This design comes from an exercise in tuning for small area, a short achievable clock period and few clock cycles per item on the open sky130 flow, not from production work.
Power and IR drop assume default switching activity.

Setup of old:
==> module boreal_ledger, before the edit <==
module boreal_ledger
#(
  parameter int DEPTH = 16,
  parameter int AW    = $clog2(DEPTH)
) (
  input  logic          clk,
  input  logic          rst,
  input  logic          ledger_wr_en,
  input  logic [31:0]   wr_opcode,
  input  logic [31:0]   wr_nonce,
  input  logic          wr_committed,
  input  logic [31:0]   wr_policy_hash,
  input  logic          rd_ready,
  output logic          rd_valid,
  output logic [31:0]   rd_seq,
  output logic [31:0]   rd_opcode,
  output logic [31:0]   rd_nonce,
  output logic [31:0]   rd_policy_hash,
  output logic          rd_committed,
  output logic [31:0]   rd_chain,
  output logic [AW:0]   ledger_count,
  output logic          ledger_full,
  output logic          overflow,
  output logic [15:0]   drop_count,
  output logic [31:0]   chain_head
);
  localparam int NS = DEPTH - 2;    
  localparam int FW = 97;           
  logic [31:0]   seq_ctr;
  logic [NS-1:0] wr_oh;             
  logic [NS-1:0] rd_oh;             
  logic [AW-1:0] ring_cnt;          
  logic          ring_any;          
  logic          nx_valid;          
  logic [FW-1:0] nx_fields;
  logic          pop;
  logic          wr_accept;
  logic          head_load;
  logic          nx_load;
  logic [31:0]   chain_next;
  logic [31:0]   seq_inc;
  logic [31:0]   head_chain;
  logic [AW:0]   count_next;
  logic [AW:0]   count_inc;
  logic [AW:0]   count_dec;
  logic [AW-1:0] ring_inc;
  logic [AW-1:0] ring_dec;
  logic          c_all1, c_all0, r_all1, r_all0;
  logic          full_next;
  logic          cnt_up;
  logic          cnt_dn;
  logic          ring_up;
  logic          ring_dn;
  logic [AW-1:0] ring_cnt_next;
  logic          ring_any_next;
  logic [NS-1:0] ring_we;
  logic [FW-1:0] wr_fields;
  logic [FW-1:0] rg_fields;
  assign pop = rd_valid && rd_ready;
  assign wr_accept = ledger_wr_en && (!ledger_full || rd_ready);
  assign head_load = nx_valid && (!rd_valid || rd_ready);
  assign nx_load   = ring_any && (!nx_valid || head_load);
  assign chain_next = boreal_ledger_pkg::ledger_chain_mix(chain_head, seq_ctr, wr_opcode,
                                       wr_nonce, wr_policy_hash,
                                       wr_committed);
  assign wr_fields = {wr_opcode, wr_nonce, wr_policy_hash, wr_committed};
  assign ring_we = wr_oh & {NS{!ledger_full || rd_ready}};
  boreal_ledger_mem #(
    .NS (NS),
    .FW (FW)
  ) u_mem (
    .clk     (clk),
    .we      (ring_we),
    .wr_data (wr_fields),
    .rd_sel  (rd_oh),
    .rd_data (rg_fields)
  );
  assign seq_inc    = rd_seq + 32'd1;
  assign head_chain = boreal_ledger_pkg::ledger_chain_mix(rd_chain, seq_inc, nx_fields[96:65],
                                       nx_fields[64:33], nx_fields[32:1],
                                       nx_fields[0]);
  always_comb begin
    c_all1 = 1'b1;
    c_all0 = 1'b1;
    for (int i = 0; i <= AW; i++) begin
      count_inc[i] = ledger_count[i] ^ c_all1;
      count_dec[i] = ledger_count[i] ^ c_all0;
      c_all1 = c_all1 & ledger_count[i];
      c_all0 = c_all0 & !ledger_count[i];
    end
    r_all1 = 1'b1;
    r_all0 = 1'b1;
    for (int i = 0; i < AW; i++) begin
      ring_inc[i] = ring_cnt[i] ^ r_all1;
      ring_dec[i] = ring_cnt[i] ^ r_all0;
      r_all1 = r_all1 & ring_cnt[i];
      r_all0 = r_all0 & !ring_cnt[i];
    end
  end
  assign cnt_up  = wr_accept && !pop;
  assign cnt_dn  = pop && !wr_accept;
  assign count_next = cnt_up ? count_inc : cnt_dn ? count_dec : ledger_count;
  assign full_next  = cnt_up ? (ledger_count == 5'd15) :
                      cnt_dn ? 1'b0 : ledger_full;
  assign ring_up  = wr_accept && !nx_load;
  assign ring_dn  = nx_load && !wr_accept;
  assign ring_cnt_next = ring_up ? ring_inc : ring_dn ? ring_dec : ring_cnt;
  assign ring_any_next = wr_accept || ring_cnt[AW-1:1] != '0 || (ring_cnt[0] && !nx_load);
  always_ff @(posedge clk) begin
    if (rst) begin
      seq_ctr      <= '0;
      chain_head   <= LEDGER_CHAIN_SEED;
      ledger_count <= '0;
      ledger_full  <= 1'b0;
      rd_valid     <= 1'b0;
      nx_valid     <= 1'b0;
      ring_any     <= 1'b0;
      ring_cnt     <= '0;
      overflow     <= 1'b0;
      drop_count   <= '0;
      rd_seq       <= '1;
      rd_chain     <= LEDGER_CHAIN_SEED;
      wr_oh        <= NS'(1);
      rd_oh        <= NS'(1);
    end else begin
      if (wr_accept) begin
        seq_ctr    <= seq_ctr + 32'd1;
        chain_head <= chain_next;
        wr_oh      <= {wr_oh[NS-2:0], wr_oh[NS-1]};
      end else if (ledger_wr_en) begin
        overflow <= 1'b1;
        if (drop_count != 16'hFFFF) begin
          drop_count <= drop_count + 16'd1;
        end
      end
      if (nx_load) begin
        rd_oh <= {rd_oh[NS-2:0], rd_oh[NS-1]};
      end
      if (head_load) begin
        rd_seq   <= seq_inc;
        rd_chain <= head_chain;
      end
      ledger_count <= count_next;
      ledger_full  <= full_next;
      rd_valid     <= head_load || (rd_valid && !rd_ready);
      nx_valid     <= nx_load || (nx_valid && !head_load);
      ring_any     <= ring_any_next;
      ring_cnt     <= ring_cnt_next;
    end
  end
  always_ff @(posedge clk) begin
    if (nx_load) begin
      nx_fields <= rg_fields;
    end
  end
  always_ff @(posedge clk) begin
    if (rst) begin
      {rd_opcode, rd_nonce, rd_policy_hash, rd_committed} <= '0;
    end else if (head_load) begin
      {rd_opcode, rd_nonce, rd_policy_hash, rd_committed} <= nx_fields;
    end
  end
endmodule
Settings: LEC_CHECK=0, CAP_MARGIN=20, CORE_MARGIN=2, CORE_UTILIZATION=40, CTS_CLUSTER_DIAMETER=80, CTS_CLUSTER_SIZE=30, SETUP_SLACK_MARGIN=2.7, SLEW_MARGIN=20; clock period 5.0 ns.
run.sh (not shown) runs the stock make flow with config.mk's settings and CLKGATE_MAP_FILE= SYNTH_SCRIPT=/design/flow/synth_recipe.tcl, a recipe that flattens the netlist after the stock synthesis.
Here is what was changed in the inputs of new compared with old.
diff --git a/flow/design.v b/flow/design.v
--- a/flow/design.v
+++ b/flow/design.v
@@ -76,11 +76,12 @@
   output logic [15:0]   drop_count,
   output logic [31:0]   chain_head
 );
   localparam int NS = DEPTH - 2;    
   localparam int FW = 97;           
-  logic [31:0]   seq_ctr;
+  logic [31:0]   seq_ctr;           
+  logic [AW:0]   queued;            
   logic [NS-1:0] wr_oh;             
   logic [NS-1:0] rd_oh;             
   logic [AW-1:0] ring_cnt;          
   logic          ring_any;          
   logic          nx_valid;          
@@ -110,10 +111,12 @@
   logic [FW-1:0] rg_fields;
   assign pop = rd_valid && rd_ready;
   assign wr_accept = ledger_wr_en && (!ledger_full || rd_ready);
   assign head_load = nx_valid && (!rd_valid || rd_ready);
   assign nx_load   = ring_any && (!nx_valid || head_load);
+  assign queued  = {1'b0, ring_cnt} + {{AW{1'b0}}, nx_valid} + 1'b1;
+  assign seq_ctr = rd_seq + {{(31-AW){1'b0}}, queued};
   assign chain_next = boreal_ledger_pkg::ledger_chain_mix(chain_head, seq_ctr, wr_opcode,
                                        wr_nonce, wr_policy_hash,
                                        wr_committed);
   assign wr_fields = {wr_opcode, wr_nonce, wr_policy_hash, wr_committed};
   assign ring_we = wr_oh & {NS{!ledger_full || rd_ready}};
@@ -158,11 +161,10 @@
   assign ring_dn  = nx_load && !wr_accept;
   assign ring_cnt_next = ring_up ? ring_inc : ring_dn ? ring_dec : ring_cnt;
   assign ring_any_next = wr_accept || ring_cnt[AW-1:1] != '0 || (ring_cnt[0] && !nx_load);
   always_ff @(posedge clk) begin
     if (rst) begin
-      seq_ctr      <= '0;
       chain_head   <= LEDGER_CHAIN_SEED;
       ledger_count <= '0;
       ledger_full  <= 1'b0;
       rd_valid     <= 1'b0;
       nx_valid     <= 1'b0;
@@ -174,11 +176,10 @@
       rd_chain     <= LEDGER_CHAIN_SEED;
       wr_oh        <= NS'(1);
       rd_oh        <= NS'(1);
     end else begin
       if (wr_accept) begin
-        seq_ctr    <= seq_ctr + 32'd1;
         chain_head <= chain_next;
         wr_oh      <= {wr_oh[NS-2:0], wr_oh[NS-1]};
       end else if (ledger_wr_en) begin
         overflow <= 1'b1;
         if (drop_count != 16'hFFFF) begin
Findings:
Count of cell instances traversed by the critical path (lower): old. Of old and new, the higher design area belongs to old. NOTE number of rows created at floorplan old->new decreased slightly. Per the comparison of new with old, static leakage power shows no meaningful change, post-synthesis register bit count shows a reduction of about 1.8%. When new is set beside old, its multi-input gate share of total cell area turns out to be 0.57 points larger. Looking at count of buffer and inverter cells on the critical path, new sits 4 higher than old does. Compared with old, new shows number of inserted filler cells in the final layout that has gone down slightly.
Function was not checked in any run of this note: the RTL went through the layout flow alone.

==> separate check: timing with driven ports <==
The flow's constraints put no driver on any port. The routed layouts listed below were extracted and timed again, unchanged, in two steps. Step 1 assumes that a clkbuf_16 drives the clock port and a buf_2 every other input. Step 2, shift: input delay + t, output delay - t, t = (earliest + latest rising clock arrival at the registers) / 2. This alone moves slack from input paths to output paths. a / b / c = ideal / step 1 / step 2; a / b = the first two.
run | t (ns) | setup WS [ns] | worst setup path after step 2
old | 0.819 | 2.662 / 2.602 / 1.861 | input to register
new | 0.810 | 2.428 / 2.428 / 1.749 | input to register
After both steps every run listed still meets setup and hold. The setup slack of old, which loses most, moves by -0.060 ns with the drivers and by -0.801 ns with both steps.
